Background: an optimization exercise with open tools, aiming at small area, a short achievable clock period and few clock cycles per item. Do not read the settings as production practice. Function was checked by simulation only, so behaviour that the tests miss may differ from the original. Power figures rest on the tool's default switching activity, not on a simulated workload.

## round_robin_job_scheduler
module round_robin_job_scheduler (
   input  logic        clock,
   input  logic        reset,
   input  logic        req_valid,
   output logic        req_ready,
   input  logic        req_action,
   input  logic [3:0]  req_arrive_job,
   input  logic [15:0] req_burst_length,
   input  logic [15:0] req_io_complete_mask,
   input  logic        req_needs_io,
   output logic        rsp_valid,
   input  logic        rsp_ready,
   output logic [2:0]  rsp_event_res,
   output logic [3:0]  rsp_job_slot,
   output logic [15:0] rsp_remaining_after,
   output logic [15:0] rsp_tick_now,
   output logic [15:0] rsp_first_start,
   output logic [15:0] rsp_finish_tick,
   output logic [15:0] rsp_running_ticks,
   output logic [15:0] rsp_ready_ticks,
   output logic [15:0] rsp_waiting_io_ticks,
   output logic        rsp_all_done,
   input  logic        csr_valid,
   output logic        csr_ready,
   input  logic [7:0]  csr_data
);
For scale: roughly 1,900 flip-flops, roughly 170 I/O pins, ~82,000 µm² of cells after synthesis.
Settings: LEC_CHECK=0, CAP_MARGIN=30, CORE_MARGIN=2, CORE_UTILIZATION=62, CTS_CLUSTER_DIAMETER=70, CTS_CLUSTER_SIZE=30, PLACE_DENSITY=0.75, SETUP_SLACK_MARGIN=5, SLEW_MARGIN=20; clock period 10.0 ns.
standard.sh (not shown) runs the stock make flow with config.mk's settings and CLKGATE_MAP_FILE= SYNTH_SCRIPT=/design/flow/synth_recipe.tcl, a recipe that flattens the netlist after the stock synthesis.
==> flow/flow/run.sh <==
#!/bin/bash
set -o pipefail
sed -E 's/SETUP_SLACK_MARGIN=[0-9.]+/SETUP_SLACK_MARGIN=6/' standard.sh > standard_m6.sh
grep -q 'SETUP_SLACK_MARGIN=6' standard_m6.sh || exit 1
bash standard_m6.sh > standard.log 2>&1
Testbench counts at the start, summed over its fixed seeds: cycles 6,267, items 6,000.
Next try:
==> flow/run.sh (new file) <==
#!/bin/bash
# synth_recipe.tcl (not shown) runs the flow's synth.tcl, then flattens the netlist and writes it again
# the make line also repeats each setting of config.mk as NAME=value (left out here)
make -C /OpenROAD-flow-scripts/flow DESIGN_CONFIG=/design/flow/config.mk WORK_HOME=/design/flow/orfs CLKGATE_MAP_FILE= SYNTH_SCRIPT=/design/flow/synth_recipe.tcl finish
--- a/flow/config.mk
+++ b/flow/config.mk
@@ -9,6 +9,6 @@
 export CORE_MARGIN = 2
-export CORE_UTILIZATION = 62
+export CORE_UTILIZATION = 55
 export CTS_CLUSTER_DIAMETER = 70
 export CTS_CLUSTER_SIZE = 30
-export PLACE_DENSITY = 0.75
+export PLACE_DENSITY = 0.7
 export SETUP_SLACK_MARGIN = 5
removed: flow/flow/run.sh
removed: flow/standard.sh
What happened: The new run produced a clean layout. Core utilization goes down by 11 points. Total power fell by 2.0%. Via count went down by 3.5%. Final cell count went down by 0.69%. Hold slack is worse by 7.7 ps. Final area drops by 5.3%.

## old
round_robin_job_scheduler again, from the RTL that the note above started with.
export LEC_CHECK = 0
export CAP_MARGIN = 20
export CORE_MARGIN = 2
export CORE_UTILIZATION = 55
export CTS_CLUSTER_DIAMETER = 70
export CTS_CLUSTER_SIZE = 30
export PLACE_DENSITY = 0.7
export SETUP_SLACK_MARGIN = 5
export SLEW_MARGIN = 20
create_clock -name core_clock -period 10.0 [get_ports {clock}]
==> flow/flow/run.sh <==
#!/bin/bash
set -o pipefail
sed -E 's/SETUP_SLACK_MARGIN=[0-9.]+/SETUP_SLACK_MARGIN=6/' standard.sh > standard_m6.sh
grep -q 'SETUP_SLACK_MARGIN=6' standard_m6.sh || exit 1
bash standard_m6.sh > standard.log 2>&1
old: all stages complete, timing, DRC and antenna checks passed
Testbench counts of old, summed over its fixed seeds: cycles 6,267, items 6,000.
The inputs of new differ from those of old as listed below.
Settings: swapping 20 for 30 in CAP_MARGIN.
## What came out
new was carried through to the last stage, and its layout satisfied the timing, design-rule and antenna checks. Compared with old, new shows a tightest slew margin relative to the limit that is 6.4 points higher. Changes observed in new relative to old: power share of the combinational group went up, final routed wirelength across all metal layers did not really move, final core area utilization did not really move, wire length of the first global-routing pass did not really move. | final cell count | new vs old | ≈ equal |.

==> static timing again, ports no longer ideal <==
The flow's constraints put no driver on any port. The routed layouts listed below were extracted and timed again, unchanged, in two steps. Step 1, drivers: a clkbuf_16 drives clock and a buf_2 each remaining input, both assumed. Step 2 moves the port delays by t, midway between the first and last clock arrival at a register: inputs arrive t later, outputs are due t later. That takes back most of the time a late clock gives input paths. Three values: ideal, step 1, step 2; two values: the first two.
| run | shift t [ns] | setup slack, ns | latest minus earliest clock arrival (ns) | worst data-port slew with drivers (ns) |
|---|---|---|---|---|
| the first run of note 1 | 0.849 | 5.935 / 5.854 / 5.540 | 0.051 / 0.051 | 0.07 |
| the second run of note 1 | 0.847 | 5.211 / 5.125 / 4.816 | 0.051 / 0.051 | 0.08 |
| old | 0.861 | 5.949 / 5.861 / 5.511 | 0.051 / 0.052 | 0.08 |
| new | 0.859 | 5.872 / 5.786 / 5.477 | 0.062 / 0.061 | 0.08 |
After both steps every run listed still meets setup and hold. The setup slack of old, which loses most, moves by -0.088 ns with the drivers and by -0.438 ns with both steps.
